Source: an optimization exercise on an open RTL-to-GDS flow (aim: small area). Production flows keep margins and buffers that such runs may drop.
Only simulation tests tie the RTL to the original design; equivalence was not proved.
No driver is modelled on the clock port, so clocking that relies on it looks cheaper here than on a real chip.
Power and IR drop assume default switching activity.

run D:
==> flow/design.v <==
package quad_pkg;
   localparam int W_IN_DEF   = 16;
   localparam int W_DISC_DEF = 2*W_IN_DEF + 2;
   localparam int W_ROOT_DEF = W_IN_DEF + 1;
   localparam logic [1:0] ST_NONE   = 2'd0;
   localparam logic [1:0] ST_DOUBLE = 2'd1;
   localparam logic [1:0] ST_TWO    = 2'd2;
   localparam logic [1:0] ST_DEGEN  = 2'd3;
endpackage
module quad_isqrt #(
   parameter int W_ROOT = quad_pkg::W_ROOT_DEF,
   parameter int WA     = W_ROOT + 2
) (
   input  logic              mul_i,      
   input  logic              pbit_i,     
   input  logic              sub_i,      
   input  logic [W_ROOT-1:0] y_i,        
   input  logic              neg_i,      
   input  logic [1:0]        pair_i,     
   output logic [WA-1:0]     addend_o,
   output logic              cin_o
);
   logic [WA-1:0] y;
   logic          pbit, sub;
   always_comb begin
      y    = {{(WA-W_ROOT){mul_i & y_i[W_ROOT-1]}}, y_i};
      pbit = ~mul_i | pbit_i;
      sub  = mul_i ? sub_i : ~neg_i;
      addend_o = {WA{pbit}} & (y ^ {WA{sub}});
      cin_o    = mul_i ? (pbit_i & sub_i) : (pair_i != 2'b00);
   end
endmodule
module quad_disc_root #(
   parameter int W_IN   = quad_pkg::W_IN_DEF,
   parameter int W_DISC = 2*W_IN + 2,
   parameter int W_ROOT = W_IN + 1
) (
   input  logic                     CLK,
   input  logic                     RST,
   input  logic                     START,
   input  logic signed [W_IN-1:0]   A,
   input  logic signed [W_IN-1:0]   B,
   input  logic signed [W_IN-1:0]   C,
   output logic                     BUSY,
   output logic                     DONE,
   output logic signed [W_DISC-1:0] DISC,
   output logic        [W_ROOT-1:0] SQRT,
   output logic                     EXACT,
   output logic        [1:0]        ST
);
   localparam int WA = W_ROOT + 2;           
   localparam int WL = W_IN + 3;             
   localparam int WH = W_DISC - W_IN;        
   logic              run_q, done_q, skip_q, rz_q;
   logic [5:0]        cnt_q;
   logic [W_ROOT-1:0] ar_q;     
   logic [W_IN-1:0]   br_q;     
   logic [WA-1:0]     acc_q;    
   logic [WL-1:0]     lo_q;     
   logic [W_DISC-1:0] disc_q;
   logic [W_ROOT-1:0] sqrt_q;
   logic              exact_q;
   logic [1:0]        st_q;
   logic              accept, mul, fin, half, mul_end, ar_zero, dneg;
   logic              pbit, sub, cin;
   logic [4:0]        k;
   logic [WA-1:0]     addend, sum;
   logic [1:0]        pair;
   logic [W_DISC-1:0] dcur;
   function automatic logic [WA-1:0] add_rc(input logic [WA-1:0] x, input logic [WA-1:0] y,
                                            input logic ci);
      logic c;
      c = ci;
      for (int i = 0; i < WA; i++) begin
         add_rc[i] = x[i] ^ y[i] ^ c;
         c         = (x[i] & y[i]) | (c & (x[i] ^ y[i]));
      end
   endfunction
   function automatic logic [5:0] inc6(input logic [5:0] x);
      logic c;
      c = 1'b1;
      for (int i = 0; i < 6; i++) begin
         inc6[i] = x[i] ^ c;
         c       = x[i] & c;
      end
   endfunction
   assign accept  = START & ~run_q;
   assign k       = cnt_q[5:1];
   assign half    = cnt_q[0];
   assign mul     = (cnt_q < 6'd36);
   assign fin     = run_q & (cnt_q == 6'd53);
   assign mul_end = (cnt_q == 6'd35);
   always_comb begin
      for (int i = 0; i < W_IN; i++) dcur[WH+i] = br_q[(i + 2) % W_IN];
      for (int m = 0; m < WH; m++)   dcur[m]    = lo_q[(2*m + 3 + 4*17) % WL];
   end
   assign dneg    = dcur[W_DISC-1];
   assign ar_zero = (ar_q == '0);
   assign pair    = (cnt_q < 6'd44 ? br_q[W_IN-1 -: 2] : {lo_q[12], lo_q[10]}) & {2{~skip_q}};
   assign pbit = half ? lo_q[0] : (~k[4] & ar_q[k[3:0]]);
   assign sub  = half ? (k != 5'd17) : (k == 5'd15);
   quad_isqrt #(.W_ROOT(W_ROOT), .WA(WA)) u_sel (
      .mul_i    (mul),
      .pbit_i   (pbit),
      .sub_i    (sub),
      .y_i      (ar_q),
      .neg_i    (acc_q[WA-1]),
      .pair_i   (pair),
      .addend_o (addend),
      .cin_o    (cin)
   );
   assign sum = add_rc(acc_q, addend, cin);
   logic [WL-1:0] c_slots;
   always_comb begin
      c_slots = '0;
      for (int j = 2; j <= 8; j++) c_slots[2*j+1] = C[j-2];
      for (int i = 0; i <= 8; i++) c_slots[2*i]   = C[7+i];
   end
   logic s_ld, s_b, s_c, s_end, s_r;
   assign s_ld  = accept;
   assign s_b   = ~accept & mul & ~half;
   assign s_c   = ~accept & mul & half & ~mul_end;
   assign s_end = ~accept & mul_end;
   assign s_r   = ~accept & ~mul;
   always_ff @(posedge CLK) begin
      ar_q  <= ({W_ROOT{s_ld}} & {B[W_IN-1], B})
             | ({W_ROOT{s_b | s_c}} & {br_q[W_IN-1], br_q})
             | ({W_ROOT{s_r}} & {ar_q[W_ROOT-2:0], ~sum[WA-1]});
      br_q  <= ({W_IN{s_ld}} & A)
             | ({W_IN{s_b | s_c}} & ar_q[W_IN-1:0])
             | ({W_IN{s_end}} & sum[W_IN:1])
             | ({W_IN{s_r}} & {br_q[W_IN-3:0], br_q[W_IN-1 -: 2]});
      acc_q <= ({WA{s_b}} & sum)
             | ({WA{s_c}} & {sum[WA-1], sum[WA-1:1]})
             | ({WA{s_r}} & {sum[WA-3:0], pair[1] ^ ~pair[0], ~pair[0]});
      lo_q  <= ({WL{s_ld}} & c_slots)
             | ({WL{~s_ld & mul}} & {half ? sum[0] : lo_q[0], lo_q[WL-1:1]})
             | ({WL{s_r}} & {lo_q[WL-5:0], lo_q[WL-1 -: 4]});
      if (s_end) skip_q <= ar_zero | sum[W_IN];
      rz_q <= ((acc_q == '0) | rz_q) & (pair == 2'b00);
   end
   always_ff @(posedge CLK) begin
      cnt_q <= accept ? '0 : inc6(cnt_q);
      run_q <= ~RST & (accept | (run_q & ~fin));
   end
   logic o_ld, o_hold;
   logic [1:0] st_n;
   logic       exact_n;
   assign o_ld   = fin & ~RST;
   assign o_hold = ~fin & ~RST;
   assign st_n    = dneg ? quad_pkg::ST_NONE : skip_q ? quad_pkg::ST_DEGEN :
                    ar_zero ? quad_pkg::ST_DOUBLE : quad_pkg::ST_TWO;
   assign exact_n = ~skip_q & ((acc_q == '0) | rz_q);
   always_ff @(posedge CLK) begin
      done_q  <= o_ld;
      disc_q  <= (({W_DISC{fin}} & dcur)    | ({W_DISC{~fin}} & disc_q)) & {W_DISC{~RST}};
      sqrt_q  <= (({W_ROOT{fin}} & ar_q)    | ({W_ROOT{~fin}} & sqrt_q)) & {W_ROOT{~RST}};
      exact_q <= ((fin & exact_n)           | (~fin & exact_q)) & ~RST;
      st_q    <= (({2{fin}} & st_n)         | ({2{~fin}} & st_q)) & {2{~RST}};
   end
   assign BUSY  = run_q;
   assign DONE  = done_q;
   assign DISC  = disc_q;
   assign SQRT  = sqrt_q;
   assign EXACT = exact_q;
   assign ST    = st_q;
endmodule
Settings: LEC_CHECK=0, ABC_AREA=1, CAP_MARGIN=20, CORE_MARGIN=2, CORE_UTILIZATION=60, SLEW_MARGIN=20; clock period 13.5 ns.
standard.sh (not shown) runs the stock make flow with config.mk's settings and CLKGATE_MAP_FILE= SYNTH_SCRIPT=/design/flow/synth_recipe.tcl, a recipe that flattens the netlist after the stock synthesis.
==> flow/flow/run.sh <==
#!/bin/bash
# The standard layout (standard.sh) with three changes:
#  - synthesis maps the combinational logic with an area-oriented abc script (synth.tcl,
#    area.abc); everything else in it is the standard synthesis;
#  - the smallest buffer (buf_1) on the ports;
#  - a lighter clock tree: clkbuf_4 clock buffers, those with a slow clock edge at their
#    flip-flops upsized after CTS (fixclk.tcl).
set -euo pipefail
here="$(cd "$(dirname "$0")" && pwd)"
export MY_ABC_SCRIPT="$here/area.abc"
export BUFFER_PORTS_ARGS="-buffer_cell sky130_fd_sc_hd__buf_1"
export CTS_ARGS="-sink_clustering_enable -repair_clock_nets -buf_list sky130_fd_sc_hd__clkbuf_4 -dont_use_dummy_load"
export POST_CTS_TCL="$here/fixclk.tcl"
bash standard.sh SYNTH_SCRIPT="$here/synth.tcl" synth > synth.log 2>&1
bash standard.sh > standard.log 2>&1
==> flow/flow/area.abc <==
strash
dc2
dch -f
amap
topo
==> flow/flow/fixclk.tcl <==
# Run after CTS (POST_CTS_TCL): upsize each clock buffer whose flip-flops would see a
# slow clock edge to clkbuf_8, then legalize the placement again.
estimate_parasitics -placement
set slow_drivers {}
foreach pin [all_registers -clock_pins -edge_triggered] {
  set worst 0
  foreach edge {rise fall} {
    foreach analysis {min max} {
      set s [get_property $pin slew_${analysis}_$edge]
      if {$s > $worst} { set worst $s }
    }
  }
  if {$worst > 0.110} {
    foreach drv [get_pins -of_objects [get_nets -of_objects $pin] -filter "direction==output"] {
      lappend slow_drivers [get_cells -of_objects $drv]
    }
  }
}
set n 0
foreach inst [lsort -unique $slow_drivers] {
  set master [get_property $inst ref_name]
  if {[string match sky130_fd_sc_hd__clkbuf_* $master] && $master ne "sky130_fd_sc_hd__clkbuf_8"} {
    replace_cell $inst sky130_fd_sc_hd__clkbuf_8
    incr n
  }
}
puts "fixclk: upsized $n clock buffers"
detailed_placement
estimate_parasitics -placement
==> flow/flow/synth.tcl <==
# synth_recipe.tcl (the standard synthesis), except that abc maps the combinational
# logic with an area-oriented script (area.abc, named by MY_ABC_SCRIPT) instead of
# ORFS's abc_area.script. Flip-flops are mapped before abc, so they are unchanged.
proc synth {args} { yosys synth -nofsm -noshare {*}$args }
proc abc {args} {
  set i [lsearch -exact $args -script]
  if {$i >= 0} { lset args [expr {$i + 1}] $::env(MY_ABC_SCRIPT) }
  yosys abc {*}$args
}
source $::env(SCRIPTS_DIR)/synth.tcl
# left out here: clear keep_hierarchy, flatten, clean up, hide names made inside functions, write 1_2_yosys.v
Run D | stages: all done | timing, DRC, antenna: all pass
Edits applied to the flow inputs when going from run D to run E:
diff --git a/flow/design.v b/flow/design.v
--- a/flow/design.v
+++ b/flow/design.v
@@ -51,7 +51,7 @@
    localparam int WA = W_ROOT + 2;           
    localparam int WL = W_IN + 3;             
    localparam int WH = W_DISC - W_IN;        
-   logic              run_q, done_q, skip_q, rz_q;
+   logic              run_q, done_q, skip_q;
    logic [5:0]        cnt_q;
    logic [W_ROOT-1:0] ar_q;     
    logic [W_IN-1:0]   br_q;     
@@ -137,7 +137,6 @@
              | ({WL{~s_ld & mul}} & {half ? sum[0] : lo_q[0], lo_q[WL-1:1]})
              | ({WL{s_r}} & {lo_q[WL-5:0], lo_q[WL-1 -: 4]});
       if (s_end) skip_q <= ar_zero | sum[W_IN];
-      rz_q <= ((acc_q == '0) | rz_q) & (pair == 2'b00);
    end
    always_ff @(posedge CLK) begin
       cnt_q <= accept ? '0 : inc6(cnt_q);
@@ -150,13 +149,13 @@
    assign o_hold = ~fin & ~RST;
    assign st_n    = dneg ? quad_pkg::ST_NONE : skip_q ? quad_pkg::ST_DEGEN :
                     ar_zero ? quad_pkg::ST_DOUBLE : quad_pkg::ST_TWO;
-   assign exact_n = ~skip_q & ((acc_q == '0) | rz_q);
+   assign exact_n = ~skip_q & ((acc_q == '0) | (acc_q == ~{1'b0, ar_q, 1'b0}));
    always_ff @(posedge CLK) begin
       done_q  <= o_ld;
-      disc_q  <= (({W_DISC{fin}} & dcur)    | ({W_DISC{~fin}} & disc_q)) & {W_DISC{~RST}};
-      sqrt_q  <= (({W_ROOT{fin}} & ar_q)    | ({W_ROOT{~fin}} & sqrt_q)) & {W_ROOT{~RST}};
-      exact_q <= ((fin & exact_n)           | (~fin & exact_q)) & ~RST;
-      st_q    <= (({2{fin}} & st_n)         | ({2{~fin}} & st_q)) & {2{~RST}};
+      disc_q  <= ({W_DISC{o_ld}} & dcur)    | ({W_DISC{o_hold}} & disc_q);
+      sqrt_q  <= ({W_ROOT{o_ld}} & ar_q)    | ({W_ROOT{o_hold}} & sqrt_q);
+      exact_q <= (o_ld & exact_n)           | (o_hold & exact_q);
+      st_q    <= ({2{o_ld}} & st_n)         | ({2{o_hold}} & st_q);
    end
    assign BUSY  = run_q;
    assign DONE  = done_q;
Results
Run E: PASS, flow complete, no timing, DRC or antenna violations
Summary of run E over run D: number of optimization iterations in the first detailed-route pass shrank by 2; ratio of routed vias to standard cells grew by about 3.5%.
Higher power was reported by run E, not run D.
From run D to run E the numbers moved as follows: share of the final layout cell area in multi-input gates rose 1.4 points, combinational fraction of design power went up.

==> static timing again, ports no longer ideal <==
In the flow no input, the clock included, has a driving cell. The finished layouts below were timed again as built, in two steps. Step 1 sets driving cells, clkbuf_16 on the clock port and buf_2 on the other inputs (assumed; they add their load-dependent delay and slew). Step 2 moves the port delays by t, midway between the first and last clock arrival at a register: inputs arrive t later, outputs are due t later. That takes back most of the time a late clock gives input paths. Three values: ideal ports, drivers, drivers and shift; two values: the first two.
| run | t, ns | setup WS [ns] | worst setup path after step 2 | latest minus earliest clock arrival (ns) | worst register clock-pin slew, ns |
|---|---|---|---|---|---|
| run D | 0.533 | 3.043 / 3.043 / 3.043 | register to register | 0.029 / 0.028 | 0.10 / 0.10 |
| run E | 0.533 | 2.870 / 2.870 / 2.870 | register to register | 0.036 / 0.036 | 0.11 / 0.11 |
After both steps every run listed still meets setup and hold.
